Background: an optimization exercise with open tools, aiming at small area, a short achievable clock period and few clock cycles. Do not read the settings as production practice.
Only simulation tests tie the RTL to the original design; equivalence was not proved.
Power figures rest on the tool's default switching activity, not on a simulated workload.

`flow/config.mk`:
```
export PLATFORM = sky130hd
export DESIGN_NAME = mips_multicycle
export DESIGN_NICKNAME = mips_multicycle
export VERILOG_FILES = /design/flow/design.v
export SDC_FILE = /design/flow/constraint.sdc
export NUM_CORES = 4
export LEC_CHECK = 0
export CAP_MARGIN = 20
export CORE_MARGIN = 2
export CORE_UTILIZATION = 40
export SLEW_MARGIN = 20
```
`flow/design.v`:
```
package mips_pkg;
  localparam logic [5:0] OP_RTYPE = 6'h00, OP_LW = 6'h23, OP_SW = 6'h2B,
                         OP_BEQ = 6'h04, OP_J = 6'h02, OP_ADDI = 6'h08;
  localparam logic [5:0] FN_ADD = 6'h20, FN_SUB = 6'h22, FN_AND = 6'h24,
                         FN_OR = 6'h25, FN_SLT = 6'h2A;
  typedef enum logic [3:0] {
    FETCH, DECODE, MEMADR, MEMRD, MEMWB, MEMWR, REXEC, RWB, BEQEX, JEX
    , IEXEC, IWB
  } state_e;
  typedef enum logic [2:0] {ALU_ADD, ALU_SUB, ALU_AND, ALU_OR, ALU_SLT} alu_op_e;
  typedef struct packed {
    logic        req;
    logic        we;
    logic [31:0] addr;
    logic [31:0] wdata;
  } mem_req_t;
endpackage
module mips_regfile #(
  parameter  int NUM_REGS = 32,
  localparam int AW       = $clog2(NUM_REGS)
) (
  input  logic          clk,
  input  logic          we,
  input  logic [AW-1:0] waddr,
  input  logic [31:0]   wdata,
  input  logic [AW-1:0] raddr1,
  input  logic [AW-1:0] raddr2,
  output logic [31:0]   rdata1,
  output logic [31:0]   rdata2
);
  logic [NUM_REGS-1:0][31:0] regs;
  always_ff @(posedge clk)
    if (we && waddr != '0) regs[waddr] <= wdata;
  assign rdata1 = (raddr1 == '0) ? 32'h0 : regs[raddr1];
  assign rdata2 = (raddr2 == '0) ? 32'h0 : regs[raddr2];
endmodule
import mips_pkg::*;
module mips_multicycle #(
  parameter logic [31:0] RESET_PC = 32'h0000_0000,
  parameter int          NUM_REGS = 32
) (
  input  logic        clk,
  input  logic        rst,
  output logic        mem_req,
  output logic        mem_we,
  output logic [31:0] mem_addr,
  output logic [31:0] mem_wdata,
  input  logic [31:0] mem_rdata,
  input  logic        mem_ready,
  output logic [31:0] pc,
  output logic        illegal
);
  localparam int AW = $clog2(NUM_REGS);
  mips_pkg::state_e        state, state_nx, dec_nx;
  logic [31:0]   ir, a_q, b_q, alu_out, mdr;
  logic [31:0]   rd1, rd2, sext, rf_wdata, alu_res;
  logic          rf_we, fn_ok, dec_ok;
  logic [AW-1:0] rf_waddr;
  mips_pkg::alu_op_e       alu_op;
  mips_pkg::mem_req_t      mreq;
  assign sext = {{16{ir[15]}}, ir[15:0]};
  mips_regfile #(.NUM_REGS(NUM_REGS)) u_rf (
    .clk(clk), .we(rf_we), .waddr(rf_waddr), .wdata(rf_wdata),
    .raddr1(ir[21 +: AW]), .raddr2(ir[16 +: AW]), .rdata1(rd1), .rdata2(rd2)
  );
  always_comb begin
    alu_op = ALU_ADD;
    fn_ok  = 1'b1;
    unique case (ir[5:0])
      FN_ADD:  alu_op = ALU_ADD;
      FN_SUB:  alu_op = ALU_SUB;
      FN_AND:  alu_op = ALU_AND;
      FN_OR:   alu_op = ALU_OR;
      FN_SLT:  alu_op = ALU_SLT;
      default: fn_ok  = 1'b0;
    endcase
  end
  always_comb begin
    dec_nx = FETCH;
    dec_ok = 1'b1;
    unique case (ir[31:26])
      OP_LW, OP_SW: dec_nx = MEMADR;
      OP_RTYPE:     begin dec_nx = REXEC; dec_ok = fn_ok; end
      OP_BEQ:       dec_nx = BEQEX;
      OP_J:         dec_nx = JEX;
      OP_ADDI:      dec_nx = IEXEC;
      default:      dec_ok = 1'b0;
    endcase
    if (!dec_ok) dec_nx = FETCH;
  end
  always_comb begin
    unique case (alu_op)
      ALU_SUB: alu_res = a_q - b_q;
      ALU_AND: alu_res = a_q & b_q;
      ALU_OR:  alu_res = a_q | b_q;
      ALU_SLT: alu_res = {31'h0, $signed(a_q) < $signed(b_q)};
      default: alu_res = a_q + b_q;
    endcase
  end
  always_ff @(posedge clk or posedge rst)
    if (rst) state <= FETCH;
    else     state <= state_nx;
  always_comb begin
    state_nx = state;
    unique case (state)
      FETCH:   if (mem_ready) state_nx = DECODE;
      DECODE:  state_nx = dec_nx;
      MEMADR:  state_nx = (ir[31:26] == OP_LW) ? MEMRD : MEMWR;
      MEMRD:   if (mem_ready) state_nx = MEMWB;
      MEMWR:   if (mem_ready) state_nx = FETCH;
      REXEC:   state_nx = RWB;
      IEXEC:   state_nx = IWB;
      default: state_nx = FETCH;
    endcase
  end
  always_comb begin
    mreq     = '0;
    illegal  = 1'b0;
    rf_we    = 1'b0;
    rf_waddr = ir[16 +: AW];
    rf_wdata = mdr;
    unique case (state)
      FETCH:  begin mreq.req = 1'b1; mreq.addr = pc; end
      DECODE: illegal = !dec_ok;
      MEMRD:  begin mreq.req = 1'b1; mreq.addr = alu_out; end
      MEMWR:  begin mreq.req = 1'b1; mreq.we = 1'b1; mreq.addr = alu_out; mreq.wdata = b_q; end
      MEMWB:  rf_we = 1'b1;
      RWB:    begin rf_we = 1'b1; rf_waddr = ir[11 +: AW]; rf_wdata = alu_out; end
      IWB:    begin rf_we = 1'b1; rf_wdata = alu_out; end
      default: ;
    endcase
  end
  assign mem_req   = mreq.req & ~rst;
  assign mem_we    = mreq.we & ~rst;
  assign mem_addr  = mreq.addr;
  assign mem_wdata = mreq.wdata;
  always_ff @(posedge clk or posedge rst)
    if (rst) begin
      pc      <= RESET_PC;
      ir      <= '0;
      a_q     <= '0;
      b_q     <= '0;
      alu_out <= '0;
      mdr     <= '0;
    end else begin
      unique case (state)
        FETCH:  if (mem_ready) begin ir <= mem_rdata; pc <= pc + 32'd4; end
        DECODE: if (dec_ok) begin
                  a_q     <= rd1;
                  b_q     <= rd2;
                  alu_out <= pc + {sext[29:0], 2'b00};
                end
        MEMADR: alu_out <= a_q + sext;
        MEMRD:  if (mem_ready) mdr <= mem_rdata;
        REXEC:  alu_out <= alu_res;
        BEQEX:  if (a_q == b_q) pc <= alu_out;
        JEX:    pc <= {pc[31:28], ir[25:0], 2'b00};
        IEXEC:  alu_out <= a_q + sext;
        default: ;
      endcase
    end
endmodule
```
`flow/run.sh`:
```
#!/bin/bash
# synth_recipe.tcl (not shown) runs the flow's synth.tcl, then flattens the netlist and writes it again
# the make line also repeats each setting of config.mk as NAME=value (left out here)
make -C /OpenROAD-flow-scripts/flow DESIGN_CONFIG=/design/flow/config.mk WORK_HOME=/design/flow/orfs CLKGATE_MAP_FILE= SYNTH_SCRIPT=/design/flow/synth_recipe.tcl finish
```
`flow/constraint.sdc`:
```
create_clock -name core_clock -period 10.0 [get_ports {clk}]
set_input_delay 2.0000 -clock core_clock [delete_from_list [all_inputs] [get_ports {clk}]]
set_output_delay 2.0000 -clock core_clock [all_outputs]
set_load 0.01 [all_outputs]
```
==> impl_metrics.tcl <==
set metrics [dict create \
    core-area_um2 183000 \
    post-route-period-util 0.587 \
    netlist_area_um2 73800 \
    slowest_delay_ns 0.84 \
    crit_chain "nand2b_2, buf_4, nor3_1, clkdlybuf4s50_1" \
    hp-class "register to register" \
    antenna_found_initial 2 \
    ys_ff_latch 1220 \
    cpMaxStageDelayCell "dfrtp_1" \
    fin_crit_ns 5.87 \
    maxClockFrequency_mhz 170 \
    nNetsFinal 6400 \
    routed_wl_um 246000 \
    synth.distinct_cells 80 \
    pin_count 134 \
    drtAntennaViolNets 0 \
    place_hpwl_um 152000 \
    postCtsHoldBufs 0 \
    cp.arrival_ns 3.87 \
    final_area_um2 82800 \
    synth-edff-count 1024 \
    setup-violations-final 0 \
    grt_max_degree 189 \
    drt_pre_antenna_iters 8 \
    area_growth_pct 12.2 \
    async_flop_share 0.161 \
    multiInputGateArea_um2 36200 \
    numCtsBuffers 137 \
    wl_per_cell_um 28.1 \
    cts_root_buffer "clkbuf_16" \
    irDropWorstVdd_mv 0.198 \
    syn_inst 6360 \
    synth_seq_area_share 0.483 \
    die_y_um 434 \
    run_status "complete, no violations" \
    cts_tree "built" \
    clock_latency_ns 0.80 \
    postCtsSetupRepairBufs 0 \
    drv_cap 0 \
    clock_sinks 1220 \
    syn_nets 6558 \
    critical_path_required_ns 8.00 \
    drtIter0Drc 7143 \
    overflow 0 \
    vias 55300 \
    clkTransAtPathRegs_ns 0.07 \
    rows 157 \
    grt_pass1_vias 52800 \
    n_antenna_cell 0 \
    dp_cells 8518 \
    path_class "register to output pin" \
    die_x_um 434 \
    cellLeakagePower_uw 0.0280 \
    worst_slew_pin_slew_ns 1.12 \
    via_per_inst 6.30 \
    critPathLaunchType "register" \
    worstPathMaxFanout 24 \
    place_area_um2 78100 \
    grt_pass1_wl_um 360000 \
    grt_use_total 0.259 \
    final_core_util 0.452 \
    finClkSkew_ns 0.0397 \
    power.density_cell_area_nw_per_um2 261 \
    remaining_drc_errors 0 \
    drive_gt1_frac 0.182 \
    tns_ns 0 \
    cts_buffer_depth 3 \
    syn_area_per_cell_um2 11.6 \
    synthFlopType "edfxtp_1" \
    ctsResizeCount 0 \
    start_util 0.403 \
    fin_cells 8775 \
    critPathCaptureType "output pin" \
    htree_num_levels 4 \
    register_area_um2 35700 \
    die_area_um2 188000 \
    portBuffers 133 \
    slew_viol_final 0 \
    hold_violations 0 \
    grt_setup_unrepaired "false" \
    relSlewSlack 0.252 \
    synth_warnings 2 \
    num-fill-cells 16700 \
    place_congestion 0.975 \
]
==> sequential cells by signal (all words and copies together), names as in the netlist <==
register / flops
state: 4
a_q: 32
b_q: 32
ir: 32
mdr: 32
alu_out: 32
u_rf.regs: 1024
pc: 32
==> per-stage QoR <==
stage | setup WS (ns) | hold WS [ns] | total power, µW
after global routing | 4.09 | 0.552 | 22500
after CTS | 4.22 | 0.534 | 21500
final | 4.13 | 0.534 | 21600
after floorplan | -7.09 | 0.479 | 13000
after global placement | 4.61 | 0.510 | 16200
after detailed placement | 4.44 | 0.515 | 16300
==> cell usage after synthesis, types with 12 or more instances <==
| library cell | number | area, µm² |
|---|---|---|
| nor2_1 | 1242 | 4660 |
| a211oi_1 | 26 | 195 |
| and2_1 | 12 | 75.1 |
| a21oi_1 | 1192 | 5970 |
| xnor2_1 | 46 | 403 |
| a22o_1 | 29 | 254 |
| a22oi_1 | 17 | 128 |
| mux4_2 | 630 | 14200 |
| mux2i_1 | 114 | 1140 |
| o211ai_1 | 16 | 120 |
| ha_1 | 159 | 1990 |
| o31ai_1 | 15 | 113 |
| xor2_1 | 30 | 263 |
| clkbuf_1 | 499 | 1870 |
| nand2_1 | 127 | 477 |
| o21bai_1 | 17 | 128 |
| a31oi_1 | 30 | 188 |
| dfrtp_1 | 196 | 4900 |
| nor4_1 | 13 | 81.3 |
| nand3_1 | 42 | 210 |
| o21ai_0 | 160 | 801 |
| a221oi_1 | 21 | 184 |
| o21a_1 | 14 | 105 |
| nor2b_1 | 23 | 144 |
| nor3_1 | 67 | 335 |
| nand2b_1 | 24 | 150 |
| inv_1 | 112 | 420 |
| a21o_1 | 40 | 300 |
| edfxtp_1 | 1024 | 30700 |
| o22ai_1 | 86 | 538 |
| nand4_1 | 18 | 113 |
| and3_1 | 20 | 125 |
| buf_1 | 66 | 248 |
| mux2_2 | 69 | 777 |
| o221ai_1 | 24 | 210 |
==> where the power goes <==
| group | leakage [µW] | switching (µW) | internal (µW) |
|---|---|---|---|
| clock | 0.00219 | 2200 | 3010 |
| sequential | 0.0116 | 788 | 5990 |
| combinational | 0.0142 | 5680 | 3930 |
==> worst max-delay path, delay by kind of cell (launching register included) <==
kind	cells	cell delay (ns)
simple gates	2	1.11
buf+inv	2	1.11
flops	1	0.84
==> layout by cell type, fill, tap and decap left out, types with 21 or more instances in the layout <==
cell type	Yosys	final
mux2_2	69	69
a22o_1	29	29
mux2i_1	114	82
xnor2_1	46	46
a31oi_1	30	30
nand2_1	127	124
dfrtp_1	196	185
a211oi_1	26	26
o21ai_0	160	160
edfxtp_1	1024	1024
a21o_1	40	40
clkdlybuf4s50_1	0	133
a221oi_1	21	21
buf_4	0	112
nand2b_1	24	23
xor2_1	30	30
nor2_4	0	32
ha_1	159	157
o22ai_1	86	86
mux4_2	630	630
clkbuf_1	499	33
nor3_1	67	66
a21oi_1	1192	1191
o221ai_1	24	24
nand3_1	42	41
nor2b_1	23	23
inv_1	112	111
nor2_1	1242	1207
clkbuf_16	0	147
==> kinds of logic (layout without fill, tap and decap cells) <==
family	Yosys count	in the layout	share of synthesized area
AO/OA/AOI/OAI	1776	1776	0.136
XOR/XNOR	76	76	0.00902
adder cells (fa/ha/maj)	163	163	0.0280
buffers and inverters	684	635	0.0350
flip-flops	1220	1220	0.483
multiplexers	813	813	0.218
AND/OR/NAND/NOR	1628	1628	0.0907
==> final cells by class <==
cell class                 count  share of cell area
tap                         2464              0.0372
multi-input combinational   4456               0.438
clock buffer                 181              0.0458
clock inverter                67             0.00876
sequential                  1220               0.431
timing repair buffer         275              0.0345
inverter                     112             0.00523
==> routing by layer <==
metal | global-route usage | wire [µm] | up-vias
li1 | - | - | 24100
met1 | 0.360 | 99800 | 27800
met2 | 0.412 | 116000 | 2872
met3 | 0.0431 | 22700 | 450
met4 | 0.0887 | 8210 | 4
met5 | 0 | 27 | -
==> final timing paths <==
| check | start | endpoint | slack (ns) | cells past startpoint |
|---|---|---|---|---|
| worst min-delay path | mdr[23] | mdr[23] | 0.53 | 1 |
| worst min register to register | mdr[23] | mdr[23] | 0.53 | 1 |
| worst max-delay path | state[2] | mem_wdata[1] | 4.13 | 4 |
| min in group asynchronous | rst | pc[17] | 1.82 | 2 |
| worst max register to register | state[2] | u_rf.regs[389] | 4.32 | 10 |
| max in group asynchronous | rst | ir[22] | 6.70 | 3 |
Testbench counts, summed over its fixed seeds: cycles 188,691.

[static timing again, ports no longer ideal]
In the flow no input, the clock included, has a driving cell. The finished layout below was timed again as built, in two steps.
Step 1 sets driving cells, clkbuf_16 on the clock port and buf_2 on the other inputs (assumed; they add their load-dependent delay and slew).
Step 2 adds t to the input delays and takes it off the output delays; t is the mean of the earliest and latest rising clock arrival at the registers after step 1. Input paths then give back, and output paths get back, about the clock's delay inside the block.
Slacks: no drivers / after step 1 / after step 2; pairs: no drivers / after step 1.
t, ns: 0.875
slack for setup (ns): 4.129 / 4.039 / 4.316
worst hold slack (ns): 0.534 / 0.534 / 0.534
cell pins on the clock port's net: 1
After both steps this run still meets setup and hold. For this run, drivers alone change the setup slack by -0.090 ns; drivers and shift together by +0.187 ns.
